From an optimization exercise on the open Yosys and OpenROAD flow, aimed at small area, a short achievable clock period and few clock cycles; shortcuts taken in it are not production practice.

==> flow/design.v <==
`default_nettype none
package euclid_pkg;
  localparam int X_W = 8;
  localparam int Y_W = 8;
endpackage
`default_nettype wire
`timescale 1ns/1ps
`default_nettype none
module euclid_top
(
  input  wire logic        cr_intf,
  input  wire logic        rst_n,
  input  wire logic        job_start,
  input  wire logic        job_shape,       
  input  wire logic [7:0]  job_p0_x,
  input  wire logic [7:0]  job_p0_y,
  input  wire logic [7:0]  job_p1_x,
  input  wire logic [7:0]  job_p1_y,
  input  wire logic [7:0]  job_p2_x,
  input  wire logic [7:0]  job_p2_y,
  input  wire logic [15:0] job_color,
  input  wire logic [2:0]  job_bzdepth,
  input  wire logic        pxl_ready,
  output logic             busy,
  output logic             job_done,
  output logic             pxl_valid,
  output logic [7:0]       pxl_x,
  output logic [7:0]       pxl_y,
  output logic [15:0]      pxl_color
);
  assign pxl_color = job_color;
  logic start_c;
  assign start_c = job_start & ~busy;
  logic [1:0] lp_c;
  always_comb
  begin
    case (job_bzdepth)
      3'd0, 3'd1: lp_c = 2'd0;
      3'd2:       lp_c = 2'd1;
      default:    lp_c = 2'd2;
    endcase
  end
  logic       g_act;
  logic [1:0] g_lvl;         
  logic       g_st;          
  logic [1:0] g_j;           
  logic [1:0] g_e;           
  logic [7:0] ta_x, ta_y, tb_x, tb_y, tc_x, tc_y;
  function automatic logic [7:0] mid(input logic [7:0] a, input logic [7:0] b);
    logic [8:0] s;
    logic       cy;
    cy = 1'b0;
    for (int i = 0; i < 8; i++)
    begin
      s[i] = a[i] ^ b[i] ^ cy;
      cy   = (a[i] & b[i]) | (cy & (a[i] ^ b[i]));
    end
    s[8] = cy;
    mid  = s[8:1];
  endfunction
  function automatic logic [7:0] step1(input logic [7:0] x, input logic up);
    logic t;
    t = 1'b1;
    for (int i = 0; i < 8; i++)
    begin
      step1[i] = x[i] ^ t;
      t        = t & (x[i] ^ ~up);
    end
  endfunction
  logic [7:0] mab_x, mab_y, mbc_x, mbc_y;
  assign mab_x = mid(ta_x, tb_x);
  assign mab_y = mid(ta_y, tb_y);
  assign mbc_x = mid(tb_x, tc_x);
  assign mbc_y = mid(tb_y, tc_y);
  logic       g_emit;        
  logic       g_jlast;
  logic       g_last;
  logic       g_dir;
  logic [7:0] g_ep_x, g_ep_y;
  logic       g_take;
  assign g_emit  = g_act & (g_lvl == lp_c);
  assign g_jlast = (lp_c == 2'd0) | ((lp_c == 2'd1) & g_j[0]) | (g_j == 2'd3);
  assign g_last  = (g_e == 2'd3) & g_jlast;
  assign g_dir   = ((lp_c == 2'd2) & (g_lvl == 2'd0)) ? g_j[1] : g_j[0];
  always_comb
  begin
    case (g_e)
      2'd0, 2'd1: begin g_ep_x = mab_x; g_ep_y = mab_y; end
      2'd2:       begin g_ep_x = tb_x;  g_ep_y = tb_y;  end
      default:    begin g_ep_x = tc_x;  g_ep_y = tc_y;  end
    endcase
  end
  logic       ne_v, ne_last;
  logic [7:0] ne_x, ne_y;
  logic       ne_take;
  assign g_take = g_emit & (~ne_v | ne_take);
  logic [7:0] ps_x, ps_y;    
  logic [7:0] en_x, en_y;    
  logic [7:0] dx, dy;
  logic       sx, sy;
  logic signed [9:0] err;
  logic       xmaj;          
  logic       cur_last;
  assign pxl_x = ps_x;
  assign pxl_y = ps_y;
  logic at_end, accept, line_free;    
  logic [7:0] xm, ym;
  logic       end_nx;
  assign xm   = step1(ps_x, sx);
  assign ym   = step1(ps_y, sy);
  assign end_nx = xmaj ? (xm == en_x) : (ym == en_y);
  assign accept    = pxl_valid & pxl_ready;
  assign job_done  = accept & at_end & cur_last;
  assign line_free = ~pxl_valid | (accept & at_end & ~cur_last);
  assign ne_take   = busy & line_free & ne_v;
  logic [8:0] ddx_a, ddx_b, ddy_a, ddy_b;
  logic [7:0] ndx, ndy;
  logic       nsx, nsy;
  assign ddx_a = {1'b0, ne_x} - {1'b0, en_x};
  assign ddx_b = {1'b0, en_x} - {1'b0, ne_x};
  assign ddy_a = {1'b0, ne_y} - {1'b0, en_y};
  assign ddy_b = {1'b0, en_y} - {1'b0, ne_y};
  assign nsx   = ~ddx_a[8];
  assign nsy   = ~ddy_a[8];
  assign ndx   = nsx ? ddx_a[7:0] : ddx_b[7:0];
  assign ndy   = nsy ? ddy_a[7:0] : ddy_b[7:0];
  logic signed [9:0] err0;
  assign err0 = $signed({2'b00, ndx}) - $signed({2'b00, ndy});
  logic signed [10:0] tx, ty;
  logic step_x, step_y;
  logic signed [9:0] err_x, err_y, err_xy, err_nx;
  assign tx     = {err, 1'b0};                            
  assign ty     = -$signed({3'b000, dy});
  assign step_x = (tx > ty);                              
  assign step_y = (tx < $signed({3'b000, dx}));           
  assign err_x  = err - $signed({2'b00, dy});
  assign err_y  = err + $signed({2'b00, dx});
  assign err_xy = err + $signed({2'b00, dx}) - $signed({2'b00, dy});
  assign err_nx = ({10{step_x &  step_y}} & err_xy) |
                  ({10{step_x & ~step_y}} & err_x) |
                  ({10{~step_x}}          & err_y);
  always_ff @(posedge cr_intf or negedge rst_n)
  begin
    if (!rst_n)
    begin
      busy      <= 1'b0;
      pxl_valid <= 1'b0;
      ne_v      <= 1'b0;
      g_act     <= 1'b0;
    end
    else
    begin
      if (start_c)
      begin
        busy      <= 1'b1;
        pxl_valid <= 1'b0;
        ne_v      <= ~job_shape | (job_bzdepth == 3'd0);
        g_act     <= job_shape;
      end
      else
      begin
        if (job_done)
        begin
          busy      <= 1'b0;
          pxl_valid <= 1'b0;
        end
        else if (busy & line_free)
          pxl_valid <= ne_v;
        if (g_take)
          ne_v <= 1'b1;
        else if (ne_take)
          ne_v <= 1'b0;
        if (g_take & g_last)
          g_act <= 1'b0;
      end
    end
  end
  always_ff @(posedge cr_intf)
  begin
    if (start_c)
    begin
      ps_x     <= job_p0_x;
      ps_y     <= job_p0_y;
      en_x     <= job_p0_x;
      en_y     <= job_p0_y;
      ne_x     <= job_p1_x;
      ne_y     <= job_p1_y;
      ne_last  <= ~job_shape;
      ta_x     <= job_p0_x;
      ta_y     <= job_p0_y;
      tb_x     <= job_p1_x;
      tb_y     <= job_p1_y;
      tc_x     <= job_p2_x;
      tc_y     <= job_p2_y;
      g_lvl    <= 2'd0;
      g_e      <= (job_bzdepth == 3'd0) ? 2'd3 : 2'd0;
      g_st     <= 1'b0;
      g_j      <= 2'd0;
    end
    else
    begin
      if (g_act & ~g_emit)
      begin
        g_st <= ~g_st;
        if (!g_st)
        begin
          if (g_dir)
          begin
            ta_x <= mab_x; ta_y <= mab_y;
            tb_x <= mbc_x; tb_y <= mbc_y;
          end
          else
          begin
            tb_x <= mab_x; tb_y <= mab_y;
            tc_x <= mbc_x; tc_y <= mbc_y;
          end
        end
        else
        begin
          g_lvl <= g_lvl + 2'd1;
          if (g_dir)
          begin
            ta_x <= mab_x; ta_y <= mab_y;
          end
          else
          begin
            tc_x <= mbc_x; tc_y <= mbc_y;
          end
        end
      end
      else if (g_take)
      begin
        g_e <= g_e + 2'd1;
        if (g_e == 2'd0)
        begin
          ta_x <= mab_x; ta_y <= mab_y;
          tb_x <= mbc_x; tb_y <= mbc_y;
        end
        if (g_e == 2'd3)
        begin
          g_j   <= g_j + 2'd1;
          g_lvl <= 2'd0;
          ta_x  <= job_p0_x; ta_y <= job_p0_y;
          tb_x  <= job_p1_x; tb_y <= job_p1_y;
          tc_x  <= job_p2_x; tc_y <= job_p2_y;
        end
      end
      if (g_take)
      begin
        ne_x    <= g_ep_x;
        ne_y    <= g_ep_y;
        ne_last <= g_last;
      end
      if (ne_take)
      begin
        en_x     <= ne_x;
        en_y     <= ne_y;
        dx       <= ndx;
        dy       <= ndy;
        sx       <= nsx;
        sy       <= nsy;
        err      <= err0;
        xmaj     <= ~err0[9];
        cur_last <= ne_last;
        at_end   <= (ne_x == en_x) & (ne_y == en_y);
      end
      else if (accept & ~at_end)
      begin
        err    <= err_nx[9:0];
        at_end <= end_nx;
        if (step_x)
          ps_x <= xm;
        if (step_y)
          ps_y <= ym;
      end
    end
  end
endmodule
`default_nettype wire
export LEC_CHECK = 0
export CAP_MARGIN = 20
export CORE_MARGIN = 2
export CORE_UTILIZATION = 40
export CTS_BUF_LIST = sky130_fd_sc_hd__clkbuf_8
export SETUP_SLACK_MARGIN = 1.5
export SLEW_MARGIN = 20
create_clock -name core_clock -period 5.5 [get_ports {cr_intf}]
standard.sh (not shown) runs the stock make flow with config.mk's settings and CLKGATE_MAP_FILE= SYNTH_SCRIPT=/design/flow/synth_recipe.tcl, a recipe that flattens the netlist after the stock synthesis.
==> flow/flow/run.sh <==
#!/bin/bash
# Standard layout, with plain buf_2 cells (instead of the default delay-buffer
# cell) for the port buffers. Full make output goes to make.log.
set -euo pipefail
export BUFFER_PORTS_ARGS="-buffer_cell sky130_fd_sc_hd__buf_2"
bash standard.sh > make.log 2>&1
==> next run, changes <==
--- a/flow/design.v
+++ b/flow/design.v
@@ -41,10 +41,11 @@
     endcase
   end
   logic       g_act;
   logic [1:0] g_lvl;         
   logic       g_st;          
+  logic       g_xf;          
   logic [1:0] g_j;           
   logic [1:0] g_e;           
   logic [7:0] ta_x, ta_y, tb_x, tb_y, tc_x, tc_y;
   function automatic logic [7:0] mid(input logic [7:0] a, input logic [7:0] b);
     logic [8:0] s;
@@ -76,11 +77,14 @@
   logic       g_jlast;
   logic       g_last;
   logic       g_dir;
   logic [7:0] g_ep_x, g_ep_y;
   logic       g_take;
-  assign g_emit  = g_act & (g_lvl == lp_c);
+  logic g_at, g_early;
+  assign g_at    = g_act & (g_lvl == lp_c);
+  assign g_early = g_act & g_st & ~g_dir & (g_lvl + 2'd1 == lp_c) & (g_e == 2'd0);
+  assign g_emit  = (g_at & ~g_xf) | g_early;
   assign g_jlast = (lp_c == 2'd0) | ((lp_c == 2'd1) & g_j[0]) | (g_j == 2'd3);
   assign g_last  = (g_e == 2'd3) & g_jlast;
   assign g_dir   = ((lp_c == 2'd2) & (g_lvl == 2'd0)) ? g_j[1] : g_j[0];
   always_comb
   begin
@@ -97,20 +101,20 @@
   logic [7:0] ps_x, ps_y;    
   logic [7:0] en_x, en_y;    
   logic [7:0] dx, dy;
   logic       sx, sy;
   logic signed [9:0] err;
-  logic       xmaj;          
   logic       cur_last;
   assign pxl_x = ps_x;
   assign pxl_y = ps_y;
   logic at_end, accept, line_free;    
   logic [7:0] xm, ym;
-  logic       end_nx;
+  logic       eq_x, eq_y;
   assign xm   = step1(ps_x, sx);
   assign ym   = step1(ps_y, sy);
-  assign end_nx = xmaj ? (xm == en_x) : (ym == en_y);
+  assign eq_x = step_x ? (xm == en_x) : (ps_x == en_x);
+  assign eq_y = step_y ? (ym == en_y) : (ps_y == en_y);
   assign accept    = pxl_valid & pxl_ready;
   assign job_done  = accept & at_end & cur_last;
   assign line_free = ~pxl_valid | (accept & at_end & ~cur_last);
   assign ne_take   = busy & line_free & ne_v;
   logic [8:0] ddx_a, ddx_b, ddy_a, ddy_b;
@@ -122,12 +126,10 @@
   assign ddy_b = {1'b0, en_y} - {1'b0, ne_y};
   assign nsx   = ~ddx_a[8];
   assign nsy   = ~ddy_a[8];
   assign ndx   = nsx ? ddx_a[7:0] : ddx_b[7:0];
   assign ndy   = nsy ? ddy_a[7:0] : ddy_b[7:0];
-  logic signed [9:0] err0;
-  assign err0 = $signed({2'b00, ndx}) - $signed({2'b00, ndy});
   logic signed [10:0] tx, ty;
   logic step_x, step_y;
   logic signed [9:0] err_x, err_y, err_xy, err_nx;
   assign tx     = {err, 1'b0};                            
   assign ty     = -$signed({3'b000, dy});
@@ -193,16 +195,22 @@
       tc_x     <= job_p2_x;
       tc_y     <= job_p2_y;
       g_lvl    <= 2'd0;
       g_e      <= (job_bzdepth == 3'd0) ? 2'd3 : 2'd0;
       g_st     <= 1'b0;
+      g_xf     <= 1'b0;
       g_j      <= 2'd0;
     end
     else
     begin
-      if (g_act & ~g_emit)
-      begin
+      if (g_act & ~g_at)
+      begin
+        if (g_take)
+        begin
+          g_e  <= 2'd1;
+          g_xf <= 1'b1;
+        end
         g_st <= ~g_st;
         if (!g_st)
         begin
           if (g_dir)
           begin
@@ -225,10 +233,16 @@
           else
           begin
             tc_x <= mbc_x; tc_y <= mbc_y;
           end
         end
+      end
+      else if (g_xf)
+      begin
+        g_xf <= 1'b0;
+        ta_x <= mab_x; ta_y <= mab_y;
+        tb_x <= mbc_x; tb_y <= mbc_y;
       end
       else if (g_take)
       begin
         g_e <= g_e + 2'd1;
         if (g_e == 2'd0)
@@ -257,19 +271,18 @@
         en_y     <= ne_y;
         dx       <= ndx;
         dy       <= ndy;
         sx       <= nsx;
         sy       <= nsy;
-        err      <= err0;
-        xmaj     <= ~err0[9];
+        err      <= $signed({2'b00, ndx}) - $signed({2'b00, ndy});
         cur_last <= ne_last;
         at_end   <= (ne_x == en_x) & (ne_y == en_y);
       end
       else if (accept & ~at_end)
       begin
         err    <= err_nx[9:0];
-        at_end <= end_nx;
+        at_end <= eq_x & eq_y;
         if (step_x)
           ps_x <= xm;
         if (step_y)
           ps_y <= ym;
       end
Cell area is higher by 1.1%.
Hold slack improves by 0.0099 ns.
Clock-buffer cell count stays the same.
Synthesized cell count is higher by 0.35%.
Setup slack degrades by 0.0038 ns.
Final cell count is higher by 0.31%.
Global-route usage is higher by 0.46 points.
Core utilization is higher by 1.2 points.
Routed wire length is higher by 2.3%.
Critical path depth stays the same.
Function was not checked in any run of this note: the RTL went through the layout flow alone.

* * *

Setup of v5:
Starts from the design.v that is shown in full above.
clock: 5.5 ns
lec_check: 0
cap_margin: 20
core_margin: 2
core_utilization: 40
cts_buf_list: sky130_fd_sc_hd__clkbuf_8
setup_slack_margin: 1.6
slew_margin: 20
Scripts as last shown in full above: flow/flow/run.sh
#### Input delta (v23 over v5)
-- flow/design.v --
<<< v5, line 100
  logic       sx, sy;
  logic signed [9:0] err;
  logic       xmaj;          
  logic       cur_last;
  assign pxl_x = ps_x;
>>> v23, line 100
  logic       sx, sy;
  logic signed [9:0] err;
  logic       cur_last;
  assign pxl_x = ps_x;
<<< v5, line 106
  logic at_end, accept, line_free;    
  logic [7:0] xm, ym;
  logic       end_nx;
  assign xm   = step1(ps_x, sx);
  assign ym   = step1(ps_y, sy);
  assign end_nx = xmaj ? (xm == en_x) : (ym == en_y);
  assign accept    = pxl_valid & pxl_ready;
  assign job_done  = accept & at_end & cur_last;
>>> v23, line 105
  logic at_end, accept, line_free;    
  logic [7:0] xm, ym;
  logic       eq_x, eq_y;
  assign xm   = step1(ps_x, sx);
  assign ym   = step1(ps_y, sy);
  assign eq_x = step_x ? (xm == en_x) : (ps_x == en_x);
  assign eq_y = step_y ? (ym == en_y) : (ps_y == en_y);
  assign accept    = pxl_valid & pxl_ready;
  assign job_done  = accept & at_end & cur_last;
<<< v5, line 125
  assign ndx   = nsx ? ddx_a[7:0] : ddx_b[7:0];
  assign ndy   = nsy ? ddy_a[7:0] : ddy_b[7:0];
  logic signed [9:0] err0;
  assign err0 = $signed({2'b00, ndx}) - $signed({2'b00, ndy});
  logic signed [10:0] tx, ty;
  logic step_x, step_y;
  logic signed [9:0] err_x, err_y, err_xy, err_nx;
  assign tx     = {err, 1'b0};                            
  assign ty     = -$signed({3'b000, dy});
  assign step_x = (tx > ty);                              
  assign step_y = (tx < $signed({3'b000, dx}));           
  assign err_x  = err - $signed({2'b00, dy});
  assign err_y  = err + $signed({2'b00, dx});
  assign err_xy = err + $signed({2'b00, dx}) - $signed({2'b00, dy});
  assign err_nx = ({10{step_x &  step_y}} & err_xy) |
                  ({10{step_x & ~step_y}} & err_x) |
                  ({10{~step_x}}          & err_y);
  always_ff @(posedge cr_intf or negedge rst_n)
  begin
>>> v23, line 125
  assign ndx   = nsx ? ddx_a[7:0] : ddx_b[7:0];
  assign ndy   = nsy ? ddy_a[7:0] : ddy_b[7:0];
  logic signed [10:0] e2, dxs, dys, err_nx;
  logic step_x, step_y;
  assign e2     = {err, 1'b0};
  assign dxs    = {3'b000, dx};
  assign dys    = {3'b000, dy};
  assign step_x = (e2 > -dys);
  assign step_y = (e2 < dxs);
  assign err_nx = 11'(err) - (step_x ? dys : 11'sd0) + (step_y ? dxs : 11'sd0);
  always_ff @(posedge cr_intf or negedge rst_n)
  begin
<<< v5, line 260
        sx       <= nsx;
        sy       <= nsy;
        err      <= err0;
        xmaj     <= ~err0[9];
        cur_last <= ne_last;
        at_end   <= (ne_x == en_x) & (ne_y == en_y);
>>> v23, line 253
        sx       <= nsx;
        sy       <= nsy;
        err      <= $signed({2'b00, ndx}) - $signed({2'b00, ndy});
        cur_last <= ne_last;
        at_end   <= (ne_x == en_x) & (ne_y == en_y);
<<< v5, line 268
      begin
        err    <= err_nx[9:0];
        at_end <= end_nx;
        if (step_x)
          ps_x <= xm;
>>> v23, line 260
      begin
        err    <= err_nx[9:0];
        at_end <= eq_x & eq_y;
        if (step_x)
          ps_x <= xm;
==> comparison <==
Diff v5 -> v23: multi-input combinational gate total now sits lower, finished layout cell area has decreased, worst setup slack after layout fell 1230 ps, minimum period implied by the final worst setup slack went up by 1230 ps, total number of nets in the final design lost 46.
Sort v5 and v23 by number of cell instances on the worst register-to-register path, descending, and v23 comes first.
v5 -> v23: number of fill cells in the layout decreased by a few percent
The flow did not stop early for v23: all stages ran, and the layout cleared the timing, design-rule and antenna checks.
v23 ended with less half-perimeter wire length after detailed placement than v5.
No functional check of the RTL was part of any run of this note.

## what the ideal ports hide
In the flow no input, the clock included, has a driving cell. The finished layouts below were timed again as built, in two steps. Step 1 assumes that a clkbuf_16 drives the clock port and a buf_2 every other input. Step 2 adds t to the input delays and takes it off the output delays; t is the mean of the earliest and latest rising clock arrival at the registers after step 1. Input paths then give back, and output paths get back, about the clock's delay inside the block. a / b / c = ideal / step 1 / step 2; a / b = the first two.
| run | shift t [ns] | slack for setup (ns) | pins driven straight from the clock port |
|---|---|---|---|
| the first run of note 1 | 0.494 | 1.653 / 1.653 / 1.653 | 1 |
| the second run of note 1 | 0.486 | 1.650 / 1.650 / 1.579 | 1 |
| v5 | 0.494 | 1.706 / 1.706 / 1.706 | 1 |
| v23 | 0.490 | 0.475 / 0.475 / 0.475 | 1 |
After both steps every run listed still meets setup and hold. For the second run of note 1, which loses most, drivers alone change the setup slack by 0.000 ns; drivers and shift together by -0.071 ns.
